From an optimization exercise on the open Yosys and OpenROAD flow, aimed at small area and a short achievable clock period; shortcuts taken in it are not production practice. At most, simulation tests tie the RTL to the original design; equivalence was not proved. Power is estimated from default activity; no workload was simulated.

==> inputs of run Y <==
==> flow/design.v <==
module branch_predictor #(
  parameter int XLEN    = 32,
  parameter int ENTRIES = 64,
  parameter int TAG_W   = 10,
  parameter int GHR_W   = 6,
  parameter int STAT_W  = 16
) (
  input  logic              clk_i,
  input  logic              rst_i,
  input  logic [XLEN-1:0]   pc_f_i,
  output logic              pred_taken_o,
  output logic [XLEN-1:0]   pred_pc_o,
  output logic [GHR_W-1:0]  pred_ghr_o,
  input  logic              upd_valid_i,
  input  logic [XLEN-1:0]   upd_pc_i,
  input  logic              upd_is_branch_i,
  input  logic              upd_is_jump_i,
  input  logic              upd_taken_i,
  input  logic [XLEN-1:0]   upd_target_i,
  input  logic              upd_pred_taken_i,
  input  logic [XLEN-1:0]   upd_pred_pc_i,
  input  logic [GHR_W-1:0]  upd_ghr_i,
  output logic              mispredict_o,
  output logic [XLEN-1:0]   correct_pc_o,
  output logic [STAT_W-1:0] stat_lookups_o,
  output logic [STAT_W-1:0] stat_mispred_o
);
  localparam int IDX_W = $clog2(ENTRIES);
  logic [ENTRIES-1:0] valid_q;
  logic [TAG_W-1:0]   tag_q    [ENTRIES];
  logic [XLEN-1:0]    target_q [ENTRIES];
  logic               jump_q   [ENTRIES];
  logic [1:0]         pht_q    [ENTRIES];
  logic [STAT_W-1:0]  lookups_q;
  logic [STAT_W-1:0]  mispred_q;
  logic [IDX_W-1:0] f_idx, f_pidx, u_idx, u_pidx;
  logic [TAG_W-1:0] f_tag, u_tag;
  logic             f_hit, u_hit, u_ctrl, u_cnt;
  assign f_idx  = pc_f_i[IDX_W+1:2];
  assign f_tag  = pc_f_i[IDX_W+TAG_W+1:IDX_W+2];
  assign u_idx  = upd_pc_i[IDX_W+1:2];
  assign u_tag  = upd_pc_i[IDX_W+TAG_W+1:IDX_W+2];
  assign u_ctrl = upd_is_branch_i | upd_is_jump_i;
  assign u_cnt  = upd_is_branch_i & ~upd_is_jump_i;
  logic [GHR_W-1:0] ghr_q;
  logic [GHR_W:0]   ghr_shift;
  logic             unused_ok;
  assign ghr_shift  = {ghr_q, upd_taken_i};
  assign f_pidx     = f_idx ^ IDX_W'(ghr_q);
  assign u_pidx     = u_idx ^ IDX_W'(upd_ghr_i);
  assign pred_ghr_o = ghr_q;
  assign unused_ok  = ^{pc_f_i, upd_pc_i, ghr_shift[GHR_W]};
  always_ff @(posedge clk_i or posedge rst_i) begin
    if (rst_i) begin
      ghr_q <= '0;
    end else if (upd_valid_i && upd_is_branch_i) begin
      ghr_q <= ghr_shift[GHR_W-1:0];
    end
  end
  assign f_hit        = valid_q[f_idx] && (tag_q[f_idx] == f_tag);
  assign u_hit        = valid_q[u_idx] && (tag_q[u_idx] == u_tag);
  assign pred_taken_o = f_hit && (jump_q[f_idx] || pht_q[f_pidx][1]);
  assign pred_pc_o    = pred_taken_o ? target_q[f_idx] : pc_f_i + XLEN'(4);
  assign mispredict_o = upd_valid_i &&
                        ((upd_taken_i != upd_pred_taken_i) ||
                         (upd_taken_i && (upd_target_i != upd_pred_pc_i)));
  assign correct_pc_o = !upd_valid_i ? '0 :
                        (upd_taken_i ? upd_target_i : upd_pc_i + XLEN'(4));
  function automatic logic [1:0] sat2(input logic [1:0] c, input logic up);
    if (up) sat2 = (c == 2'd3) ? 2'd3 : c + 2'd1;
    else    sat2 = (c == 2'd0) ? 2'd0 : c - 2'd1;
  endfunction
  always_ff @(posedge clk_i or posedge rst_i) begin
    if (rst_i) begin
      valid_q <= '0;
      for (int i = 0; i < ENTRIES; i++) pht_q[i] <= 2'b01;
    end else if (upd_valid_i && u_ctrl) begin
      if (u_hit) begin
        if (u_cnt) pht_q[u_pidx] <= sat2(pht_q[u_pidx], upd_taken_i);
      end else if (upd_taken_i) begin
        valid_q[u_idx] <= 1'b1;
        if (u_cnt) pht_q[u_pidx] <= 2'b10;
      end
    end
  end
  always_ff @(posedge clk_i) begin
    if (!rst_i && upd_valid_i && u_ctrl && upd_taken_i) begin
      tag_q[u_idx]    <= u_tag;
      target_q[u_idx] <= upd_target_i;
      jump_q[u_idx]   <= upd_is_jump_i;
    end
  end
  always_ff @(posedge clk_i or posedge rst_i) begin
    if (rst_i) begin
      lookups_q <= '0;
      mispred_q <= '0;
    end else begin
      if (upd_valid_i && (lookups_q != '1))  lookups_q <= lookups_q + STAT_W'(1);
      if (mispredict_o && (mispred_q != '1)) mispred_q <= mispred_q + STAT_W'(1);
    end
  end
  assign stat_lookups_o = lookups_q;
  assign stat_mispred_o = mispred_q;
endmodule
==> flow/run.sh <==
#!/bin/bash
# synth_recipe.tcl (not shown) runs the flow's synth.tcl, then flattens the netlist and writes it again
# the make line also repeats each setting of config.mk as NAME=value (left out here)
make -C /OpenROAD-flow-scripts/flow DESIGN_CONFIG=/design/flow/config.mk WORK_HOME=/design/flow/orfs CLKGATE_MAP_FILE= SYNTH_SCRIPT=/design/flow/synth_recipe.tcl finish
==> flow/config.mk <==
export PLATFORM = sky130hd
export DESIGN_NAME = branch_predictor
export DESIGN_NICKNAME = branch_predictor
export VERILOG_FILES = /design/flow/design.v
export SDC_FILE = /design/flow/constraint.sdc
export NUM_CORES = 4
export LEC_CHECK = 0
export CAP_MARGIN = 20
export CORE_MARGIN = 2
export CORE_UTILIZATION = 40
export SETUP_SLACK_MARGIN = 0.5
export SLEW_MARGIN = 20
==> flow/constraint.sdc <==
create_clock -name core_clock -period 8.0 [get_ports {clk_i}]
set_input_delay 1.6000 -clock core_clock [delete_from_list [all_inputs] [get_ports {clk_i}]]
set_output_delay 1.6000 -clock core_clock [all_outputs]
set_load 0.01 [all_outputs]
==> run M: changes against run Y <==
--- a/flow/design.v
+++ b/flow/design.v
@@ -57,7 +57,12 @@
       ghr_q <= ghr_shift[GHR_W-1:0];
     end
   end
-  assign f_hit        = valid_q[f_idx] && (tag_q[f_idx] == f_tag);
+  logic [ENTRIES-1:0] f_match;
+  always_comb begin
+    for (int e = 0; e < ENTRIES; e++)
+      f_match[e] = valid_q[e] && (tag_q[e] == f_tag);
+  end
+  assign f_hit        = f_match[f_idx];
   assign u_hit        = valid_q[u_idx] && (tag_q[u_idx] == u_tag);
   assign pred_taken_o = f_hit && (jump_q[f_idx] || pht_q[f_pidx][1]);
   assign pred_pc_o    = pred_taken_o ? target_q[f_idx] : pc_f_i + XLEN'(4);
--- a/flow/config.mk
+++ b/flow/config.mk
@@ -5,8 +5,12 @@
 export SDC_FILE = /design/flow/constraint.sdc
 export NUM_CORES = 4
 export LEC_CHECK = 0
+export ABC_AREA = 1
 export CAP_MARGIN = 20
 export CORE_MARGIN = 2
-export CORE_UTILIZATION = 40
-export SETUP_SLACK_MARGIN = 0.5
+export CORE_UTILIZATION = 50
+export CTS_BUF_LIST = sky130_fd_sc_hd__clkbuf_16
+export CTS_CLUSTER_DIAMETER = 100
+export CTS_CLUSTER_SIZE = 20
+export SETUP_SLACK_MARGIN = 3.0
 export SLEW_MARGIN = 20
==> run Z: changes against run Y <==
==> flow/design.v (replaced) <==
module branch_predictor #(
  parameter int XLEN    = 32,
  parameter int ENTRIES = 64,
  parameter int TAG_W   = 10,
  parameter int GHR_W   = 6,
  parameter int STAT_W  = 16
) (
  input  logic              clk_i,
  input  logic              rst_i,
  input  logic [XLEN-1:0]   pc_f_i,
  output logic              pred_taken_o,
  output logic [XLEN-1:0]   pred_pc_o,
  output logic [GHR_W-1:0]  pred_ghr_o,
  input  logic              upd_valid_i,
  input  logic [XLEN-1:0]   upd_pc_i,
  input  logic              upd_is_branch_i,
  input  logic              upd_is_jump_i,
  input  logic              upd_taken_i,
  input  logic [XLEN-1:0]   upd_target_i,
  input  logic              upd_pred_taken_i,
  input  logic [XLEN-1:0]   upd_pred_pc_i,
  input  logic [GHR_W-1:0]  upd_ghr_i,
  output logic              mispredict_o,
  output logic [XLEN-1:0]   correct_pc_o,
  output logic [STAT_W-1:0] stat_lookups_o,
  output logic [STAT_W-1:0] stat_mispred_o
);
  localparam int IDX_W = $clog2(ENTRIES);
  logic [ENTRIES-1:0] valid_q;
  logic [TAG_W-1:0]   tag_q    [ENTRIES];
  logic [XLEN-1:0]    target_q [ENTRIES];
  logic [ENTRIES-1:0] jump_q;
  logic [ENTRIES-1:0] pht1_q, pht0_q;
  logic [GHR_W-1:0]   ghr_q;
  logic [STAT_W-1:0]  lookups_q;
  logic [STAT_W-1:0]  mispred_q;
  logic [IDX_W-1:0] f_idx, f_pidx, u_idx, u_pidx;
  logic [TAG_W-1:0] f_tag, u_tag;
  logic [ENTRIES-1:0] f_dec, fp_dec, u_dec, up_dec;
  assign f_idx  = pc_f_i[IDX_W+1:2];
  assign f_tag  = pc_f_i[IDX_W+TAG_W+1:IDX_W+2];
  assign u_idx  = upd_pc_i[IDX_W+1:2];
  assign u_tag  = upd_pc_i[IDX_W+TAG_W+1:IDX_W+2];
  assign f_pidx = f_idx ^ IDX_W'(ghr_q);
  assign u_pidx = u_idx ^ IDX_W'(upd_ghr_i);
  always_comb begin
    for (int e = 0; e < ENTRIES; e++) begin
      f_dec[e]  = (f_idx  == IDX_W'(e));
      fp_dec[e] = (f_pidx == IDX_W'(e));
      u_dec[e]  = (u_idx  == IDX_W'(e));
      up_dec[e] = (u_pidx == IDX_W'(e));
    end
  end
  logic [TAG_W-1:0] f_tag_rd, u_tag_rd;
  logic [XLEN-1:0]  f_tgt_rd;
  logic             f_val_rd, f_jmp_rd, f_pht_rd, u_val_rd;
  logic [1:0]       u_pht_rd;
  always_comb begin
    f_tag_rd = '0; f_tgt_rd = '0; f_val_rd = 1'b0; f_jmp_rd = 1'b0; f_pht_rd = 1'b0;
    u_tag_rd = '0; u_val_rd = 1'b0; u_pht_rd = '0;
    for (int e = 0; e < ENTRIES; e++) begin
      f_tag_rd = f_tag_rd | ({TAG_W{f_dec[e]}} & tag_q[e]);
      f_tgt_rd = f_tgt_rd | ({XLEN{f_dec[e]}} & target_q[e]);
      f_val_rd = f_val_rd | (f_dec[e] & valid_q[e]);
      f_jmp_rd = f_jmp_rd | (f_dec[e] & jump_q[e]);
      f_pht_rd = f_pht_rd | (fp_dec[e] & pht1_q[e]);
      u_tag_rd = u_tag_rd | ({TAG_W{u_dec[e]}} & tag_q[e]);
      u_val_rd = u_val_rd | (u_dec[e] & valid_q[e]);
      u_pht_rd = u_pht_rd | ({2{up_dec[e]}} & {pht1_q[e], pht0_q[e]});
    end
  end
  logic f_hit, u_hit;
  assign f_hit        = f_val_rd && (f_tag_rd == f_tag);
  assign u_hit        = u_val_rd && (u_tag_rd == u_tag);
  assign pred_taken_o = f_hit && (f_jmp_rd || f_pht_rd);
  assign pred_pc_o    = pred_taken_o ? f_tgt_rd : pc_f_i + XLEN'(4);
  assign pred_ghr_o   = ghr_q;
  assign mispredict_o = upd_valid_i &&
                        ((upd_taken_i != upd_pred_taken_i) ||
                         (upd_taken_i && (upd_target_i != upd_pred_pc_i)));
  assign correct_pc_o = !upd_valid_i ? '0 :
                        (upd_taken_i ? upd_target_i : upd_pc_i + XLEN'(4));
  logic u_ctrl, u_cnt, u_alloc, u_train;
  logic [1:0] pht_new;
  assign u_ctrl  = upd_is_branch_i | upd_is_jump_i;
  assign u_cnt   = upd_is_branch_i & ~upd_is_jump_i;
  assign u_alloc = upd_valid_i & u_ctrl & upd_taken_i;
  assign u_train = upd_valid_i & u_cnt & (u_hit | upd_taken_i);
  always_comb begin
    if (!u_hit)           pht_new = 2'b10;
    else if (upd_taken_i) pht_new = (u_pht_rd == 2'd3) ? 2'd3 : u_pht_rd + 2'd1;
    else                  pht_new = (u_pht_rd == 2'd0) ? 2'd0 : u_pht_rd - 2'd1;
  end
  always_ff @(posedge clk_i or posedge rst_i) begin
    if (rst_i) begin
      valid_q <= '0;
      pht1_q  <= '0;
      pht0_q  <= '1;
    end else begin
      for (int e = 0; e < ENTRIES; e++) begin
        if (u_alloc && u_dec[e]) valid_q[e] <= 1'b1;
        if (u_train && up_dec[e]) begin
          pht1_q[e] <= pht_new[1];
          pht0_q[e] <= pht_new[0];
        end
      end
    end
  end
  always_ff @(posedge clk_i) begin
    for (int e = 0; e < ENTRIES; e++) begin
      if (!rst_i && u_alloc && u_dec[e]) begin
        tag_q[e]    <= u_tag;
        target_q[e] <= upd_target_i;
        jump_q[e]   <= upd_is_jump_i;
      end
    end
  end
  always_ff @(posedge clk_i or posedge rst_i) begin
    if (rst_i) begin
      ghr_q <= '0;
    end else if (upd_valid_i && upd_is_branch_i) begin
      ghr_q <= {ghr_q[GHR_W-2:0], upd_taken_i};
    end
  end
  always_ff @(posedge clk_i or posedge rst_i) begin
    if (rst_i) begin
      lookups_q <= '0;
      mispred_q <= '0;
    end else begin
      if (upd_valid_i && (lookups_q != '1))  lookups_q <= lookups_q + STAT_W'(1);
      if (mispredict_o && (mispred_q != '1)) mispred_q <= mispred_q + STAT_W'(1);
    end
  end
  assign stat_lookups_o = lookups_q;
  assign stat_mispred_o = mispred_q;
endmodule
==> run C: changes against run Y <==
--- a/flow/design.v
+++ b/flow/design.v
@@ -57,7 +57,12 @@
       ghr_q <= ghr_shift[GHR_W-1:0];
     end
   end
-  assign f_hit        = valid_q[f_idx] && (tag_q[f_idx] == f_tag);
+  logic [ENTRIES-1:0] f_match;
+  always_comb begin
+    for (int e = 0; e < ENTRIES; e++)
+      f_match[e] = valid_q[e] && (tag_q[e] == f_tag);
+  end
+  assign f_hit        = f_match[f_idx];
   assign u_hit        = valid_q[u_idx] && (tag_q[u_idx] == u_tag);
   assign pred_taken_o = f_hit && (jump_q[f_idx] || pht_q[f_pidx][1]);
   assign pred_pc_o    = pred_taken_o ? target_q[f_idx] : pc_f_i + XLEN'(4);
--- a/flow/config.mk
+++ b/flow/config.mk
@@ -5,8 +5,13 @@
 export SDC_FILE = /design/flow/constraint.sdc
 export NUM_CORES = 4
 export LEC_CHECK = 0
+export ABC_AREA = 1
 export CAP_MARGIN = 20
 export CORE_MARGIN = 2
 export CORE_UTILIZATION = 40
-export SETUP_SLACK_MARGIN = 0.5
+export CTS_BUF_LIST = sky130_fd_sc_hd__clkbuf_16
+export CTS_CLUSTER_DIAMETER = 100
+export CTS_CLUSTER_SIZE = 20
+export SETUP_SLACK_MARGIN = 3.0
 export SLEW_MARGIN = 20
+export TNS_END_PERCENT = 5
==> notes <==
- Critical path depth, highest first: run M, run Z, run Y, run C.
- Of run Y and run Z, run Z has the higher wire length (gap 38%, measured against run Z).
- Design area: run C > run M > run Y > run Z.
- Against run Y, the combinational power of run C is larger by about 30%.
Only the layout flow was run in run Z; the RTL was not checked for function there.

separate check: timing with driven ports:
In the flow no input, the clock included, has a driving cell. The finished layouts below were timed again as built, in two steps. Step 1 sets driving cells, clkbuf_16 on the clock port and buf_2 on the other inputs (assumed; they add their load-dependent delay and slew). Step 2 also shifts input and output timing later by t, the mid clock arrival at the registers, as if the neighbouring blocks saw the same clock. Three values: ideal ports, drivers, drivers and shift; two values: the first two.
| run | shift t [ns] | setup slack, ns | hold slack, ns | clock arrival spread, ns | worst data-port slew with drivers (ns) |
|---|---|---|---|---|---|
| run Y | 1.016 | 0.471 / 0.265 / 0.265 | 0.484 / 0.484 / 0.484 | 0.065 / 0.065 | 0.39 |
| run M | 0.996 | 1.976 / 1.603 / 1.603 | 0.473 / 0.473 / 0.473 | 0.120 / 0.120 | 0.46 |
| run Z | 1.033 | 0.498 / 0.468 / 0.121 | 0.459 / 0.459 / 0.459 | 0.082 / 0.082 | 0.32 |
| run C | 0.974 | 1.939 / 1.766 / 1.535 | 0.472 / 0.472 / 0.472 | 0.081 / 0.081 | 0.34 |
After both steps setup and hold are still met in every run listed. For run C, which loses most, drivers alone change the setup slack by -0.173 ns; drivers and shift together by -0.404 ns.
